From an optimization exercise on the open Yosys and OpenROAD flow, aimed at small area; shortcuts taken in it are not production practice.
In this exercise RTL edits were held to simulation tests only and were not proved equivalent to the original.
Power is estimated from default activity; no workload was simulated.

==> inputs of v30 <==
## intra_pred_regs
module intra_pred_regs (
	input  logic         clk,
	input  logic         rst_n,
	input  logic         ena,
	input  logic [4:0]   blk4x4_counter,
	input  logic [35:0]  pred_wr,          
	input  logic [34:0]  up_wr,            
	input  logic [36:0]  left_wr,          
	input  logic [2:0]   preload_counter,
	input  logic [95:0]  line_ram,         
	output logic [127:0] intra_pred,
	output logic [127:0] up_mb,
	output logic [127:0] left_mb
);
clock: 4.0 ns
lec_check: 0
cap_margin: 20
core_margin: 2
core_utilization: 60
place_density: 0.75
slew_margin: 20
synth_hierarchical: 1
standard.sh (not shown) runs the stock make flow with config.mk's settings and CLKGATE_MAP_FILE= SYNTH_SCRIPT=/design/flow/synth_recipe.tcl, a recipe that flattens the netlist after the stock synthesis.
==> flow/flow/run.sh <==
#!/bin/bash
# Layout: the standard flow, with two changes:
#  - port buffers are the smallest buffer, buf_1
#  - CTS builds the tree from small clock buffers and adds no dummy loads
set -euo pipefail
bash standard.sh \
  BUFFER_PORTS_ARGS="-buffer_cell sky130_fd_sc_hd__buf_1" \
  CTS_ARGS="-sink_clustering_enable -repair_clock_nets -buf_list sky130_fd_sc_hd__clkbuf_8 -sink_clustering_size 16 -sink_clustering_max_diameter 60 -dont_use_dummy_load" \
  RECOVER_POWER=100 \
  finish > standard_flow.log 2>&1
==> v5 (differences from v30) <==
--- a/flow/design.v
+++ b/flow/design.v
@@ -1,27 +1,40 @@
 module ip_hold #(parameter int W = 32) (
 	input  logic         we,
 	input  logic         web,
 	input  logic [W-1:0] n,
 	input  logic [W-1:0] q,
 	output logic [W-1:0] d
 );
-	assign d = ({W{we}} & n) | ({W{web}} & q);
+	for (genvar i = 0; i < W / 8; i++) begin : g_byte
+		ip_hold8 u_b (.we(we), .web(web), .n(n[i*8 +: 8]), .q(q[i*8 +: 8]), .d(d[i*8 +: 8]));
+	end
+endmodule
+module ip_hold8 (
+	input  logic       we,
+	input  logic       web,
+	input  logic [7:0] n,
+	input  logic [7:0] q,
+	output logic [7:0] d
+);
+	assign d = ({8{we}} & n) | ({8{web}} & q);
 endmodule
 module ip_sel3 #(parameter int W = 32) (
-	input  logic         s0,
+	input  logic         s0b,
 	input  logic         s1,
 	input  logic         s2,
-	input  logic [W-1:0] a0,
+	input  logic [W-1:0] a0n,
 	input  logic [W-1:0] a1,
 	input  logic [W-1:0] a2,
 	output logic [W-1:0] y
 );
-	assign y = ({W{s0}} & a0) | ({W{s1}} & a1) | ({W{s2}} & a2);
+	logic [W-1:0] y12n;                    
+	assign y12n = ~(({W{s1}} & a1) | ({W{s2}} & a2));
+	assign y    = ~(({W{s0b}} | a0n) & y12n);
 endmodule
 module ip_mask #(parameter int W = 32) (
 	input  logic         sb,
 	input  logic [W-1:0] qn,
 	output logic [W-1:0] y
 );
 	assign y = ~({W{sb}} | qn);
 endmodule
@@ -79,43 +92,37 @@
 	logic [127:0] ul_q, ul_d;              
 	logic [63:0]  ub_q, ub_d, ur_q, ur_d;
 	logic [3:0]   ulv_q;
 	logic [1:0]   ucv_q;                   
 	logic         u_pre;
 	logic [1:0]   u_slot;
 	logic [3:0]   ul_we;
 	logic [1:0]   uc_we;
-	logic [31:0]  ul_n, ul_nn;
-	logic [31:0]  ul_nk [4];               
+	logic [31:0]  ul_nn;                   
 	assign u_pre  = (preload_counter != 3'd0) && (preload_counter <= 3'd4);
 	assign u_slot = 2'(3'd4 - preload_counter);
-	assign ul_n   = u_pre ? line_ram[95:64] : up_wr[31:0];
 	assign ul_nn  = u_pre ? ~line_ram[95:64] : ~up_wr[31:0];
-	assign ul_nk[0] = ul_n;
-	assign ul_nk[1] = ul_n;
-	assign ul_nk[2] = ul_nn;
-	assign ul_nk[3] = ul_nn;
 	assign uc_we[0] = ena & (preload_counter == 3'd2);
 	assign uc_we[1] = ena & (preload_counter == 3'd1);
 	always_comb begin
 		for (int q = 0; q < 4; q++)
 			ul_we[q] = ena & (u_pre ? (u_slot == 2'(q)) : (up_wr[34] & (up_wr[33:32] == 2'(q))));
 	end
 	always_ff @(posedge clk or negedge rst_n) begin
 		if (!rst_n) begin
 			ulv_q <= '0;
 			ucv_q <= '0;
 		end else begin
 			ulv_q <= ulv_q | ul_we;
 			ucv_q <= ucv_q | uc_we;
 		end
 	end
 	for (genvar k = 0; k < 4; k++) begin : g_ul
-		ip_hold #(32) u_hold (.we(ul_we[k]), .web(~ul_we[k]), .n(ul_nk[k]),
+		ip_hold #(32) u_hold (.we(ul_we[k]), .web(~ul_we[k]), .n(ul_nn),
 			.q(ul_q[k*32 +: 32]), .d(ul_d[k*32 +: 32]));
 	end
 	for (genvar k = 0; k < 2; k++) begin : g_uc
 		ip_hold #(32) u_hold_b (.we(uc_we[k]), .web(~uc_we[k]), .n(line_ram[63:32]),
 			.q(ub_q[k*32 +: 32]), .d(ub_d[k*32 +: 32]));
 		ip_hold #(32) u_hold_r (.we(uc_we[k]), .web(~uc_we[k]), .n(line_ram[31:0]),
 			.q(ur_q[k*32 +: 32]), .d(ur_d[k*32 +: 32]));
 	end
@@ -126,21 +133,16 @@
 	end
 	logic [127:0] ll_q, ll_d;              
 	logic [63:0]  lb_q, lb_d, lr_q, lr_d;
 	logic [3:0]   llv_q;
 	logic [1:0]   lbv_q, lrv_q;
 	logic [3:0]   ll_we;
 	logic [1:0]   lb_we, lr_we;
 	logic         l_wr;
-	logic [31:0]  ll_nk [4];
-	assign ll_nk[0] = left_wr[31:0];
-	assign ll_nk[1] = left_wr[31:0];
-	assign ll_nk[2] = ~left_wr[31:0];
-	assign ll_nk[3] = ~left_wr[31:0];
 	assign l_wr = ena & left_wr[34];
 	always_comb begin
 		for (int q = 0; q < 4; q++)
 			ll_we[q] = l_wr & (left_wr[36:35] == 2'd0) & (left_wr[33:32] == 2'(q));
 		for (int q = 0; q < 2; q++) begin
 			lb_we[q] = l_wr & (left_wr[36:35] == 2'd1) & (left_wr[32] == 1'(q));
 			lr_we[q] = l_wr & (left_wr[36:35] == 2'd2) & (left_wr[32] == 1'(q));
 		end
@@ -152,33 +154,33 @@
 			lrv_q <= '0;
 		end else begin
 			llv_q <= llv_q | ll_we;
 			lbv_q <= lbv_q | lb_we;
 			lrv_q <= lrv_q | lr_we;
 		end
 	end
 	for (genvar k = 0; k < 4; k++) begin : g_ll
-		ip_hold #(32) u_hold (.we(ll_we[k]), .web(~ll_we[k]), .n(ll_nk[k]),
+		ip_hold #(32) u_hold (.we(ll_we[k]), .web(~ll_we[k]), .n(~left_wr[31:0]),
 			.q(ll_q[k*32 +: 32]), .d(ll_d[k*32 +: 32]));
 	end
 	for (genvar k = 0; k < 2; k++) begin : g_lc
 		ip_hold #(32) u_hold_b (.we(lb_we[k]), .web(~lb_we[k]), .n(left_wr[31:0]),
 			.q(lb_q[k*32 +: 32]), .d(lb_d[k*32 +: 32]));
 		ip_hold #(32) u_hold_r (.we(lr_we[k]), .web(~lr_we[k]), .n(left_wr[31:0]),
 			.q(lr_q[k*32 +: 32]), .d(lr_d[k*32 +: 32]));
 	end
 	always_ff @(posedge clk) begin
 		ll_q <= ll_d;
 		lb_q <= lb_d;
 		lr_q <= lr_d;
 	end
 	for (genvar k = 0; k < 2; k++) begin : g_lo
-		ip_sel3 #(32) u_up (.s0(sel_l & ulv_q[k]), .s1(sel_b & ucv_q[k]), .s2(sel_r & ucv_q[k]),
-			.a0(ul_q[k*32 +: 32]), .a1(ub_q[k*32 +: 32]), .a2(ur_q[k*32 +: 32]), .y(up_mb[k*32 +: 32]));
-		ip_sel3 #(32) u_left (.s0(sel_l & llv_q[k]), .s1(sel_b & lbv_q[k]), .s2(sel_r & lrv_q[k]),
-			.a0(ll_q[k*32 +: 32]), .a1(lb_q[k*32 +: 32]), .a2(lr_q[k*32 +: 32]), .y(left_mb[k*32 +: 32]));
+		ip_sel3 #(32) u_up (.s0b(~(sel_l & ulv_q[k])), .s1(sel_b & ucv_q[k]), .s2(sel_r & ucv_q[k]),
+			.a0n(ul_q[k*32 +: 32]), .a1(ub_q[k*32 +: 32]), .a2(ur_q[k*32 +: 32]), .y(up_mb[k*32 +: 32]));
+		ip_sel3 #(32) u_left (.s0b(~(sel_l & llv_q[k])), .s1(sel_b & lbv_q[k]), .s2(sel_r & lrv_q[k]),
+			.a0n(ll_q[k*32 +: 32]), .a1(lb_q[k*32 +: 32]), .a2(lr_q[k*32 +: 32]), .y(left_mb[k*32 +: 32]));
 	end
 	for (genvar k = 2; k < 4; k++) begin : g_hi
 		ip_mask #(32) u_up (.sb(~(sel_l & ulv_q[k])), .qn(ul_q[k*32 +: 32]), .y(up_mb[k*32 +: 32]));
 		ip_mask #(32) u_left (.sb(~(sel_l & llv_q[k])), .qn(ll_q[k*32 +: 32]), .y(left_mb[k*32 +: 32]));
 	end
 endmodule
==> flow/flow/run.sh (replaced) <==
#!/bin/bash
# Layout: the standard flow, with two changes:
#  - port buffers are the smallest buffer, buf_1
#  - CTS builds the tree from small clock buffers and adds no dummy loads
set -euo pipefail
bash standard.sh \
  BUFFER_PORTS_ARGS="-buffer_cell sky130_fd_sc_hd__buf_1" \
  CTS_ARGS="-sink_clustering_enable -repair_clock_nets -buf_list sky130_fd_sc_hd__clkbuf_8 -sink_clustering_size 16 -sink_clustering_max_diameter 60 -dont_use_dummy_load" \
  finish > standard_flow.log 2>&1
==> flow/config.mk (replaced) <==
export PLATFORM = sky130hd
export DESIGN_NAME = intra_pred_regs
export DESIGN_NICKNAME = intra_pred_regs
export VERILOG_FILES = /design/flow/design.v
export SDC_FILE = /design/flow/constraint.sdc
export NUM_CORES = 4
export LEC_CHECK = 0
export CAP_MARGIN = 20
export CORE_MARGIN = 2
export CORE_UTILIZATION = 70
export PLACE_DENSITY = 0.85
export SLEW_MARGIN = 20
export SYNTH_HIERARCHICAL = 1
==> run notes <==
| quantity | v5 | v30 |
|---|---|---|
| Library cell appearing most often on the critical path | buf_1 | clkbuf_1 |
| Data-path buffer share of cell area in the final layout | 0.103 | 0.0967 |
| Number of violations reported at the end of detailed-routing iteration 0 | 2756 | 2829 |
| Clock net power | 3060 uW | 3130 uW |
| Number of global-route vias before repair | 20600 | 20600 |
| Netlist Area Pre-Place | 0.0246 mm2 | 0.0252 mm2 |
| Register fraction of the total cell area | 0.495 | 0.486 |
| Worst hold-check slack | 0.112 ns | 0.385 ns |
| Final clock period utilization by the worst path | 0.907 | 0.919 |
| Sequential fraction of the synthesis area | 0.539 | 0.526 |
| Drt pass-1 iters | 8 | 9 |
| Result of the run | no timing/DRC/antenna violations | complete, but fails checks |
| Layout check failures | - | capacitance limit, slew limit |
| Slack of the worst reg-to-reg path | 2.63 ns | 2.21 ns |
| Destination of the worst register-to-register timing path | pv_q[3] | pv_q[2] |
| Floorplan core area | 0.0345 mm2 | 0.0418 mm2 |
| Standby leakage power | 0.0116 uW | 0.0125 uW |
| Clock share of power | 0.201 | 0.203 |

-- afterwards: timing with drivers on the ports --
How much do the figures lean on ideal ports? The routed layouts below were timed once more, with nothing changed but the port constraints.
Step 1 sets driving cells, clkbuf_16 on the clock port and buf_2 on the other inputs (assumed; they add their load-dependent delay and slew).
Step 2 moves the port delays by t, midway between the first and last clock arrival at a register: inputs arrive t later, outputs are due t later. That takes back most of the time a late clock gives input paths.
Slacks: ideal ports / drivers / drivers and shift; pairs: ideal ports / drivers.
run | shift t [ns] | setup slack, ns | hold slack, ns | clock arrival spread, ns
v30 | 0.688 | 0.322 / 0.234 / -0.123 | 0.385 / 0.367 / 0.465 | 0.067 / 0.067
v5 | 0.657 | 0.373 / 0.347 / 0.347 | 0.112 / 0.151 / 0.463 | 0.030 / 0.030
For v30, which loses most, drivers alone change the setup slack by -0.088 ns; drivers and shift together by -0.445 ns.
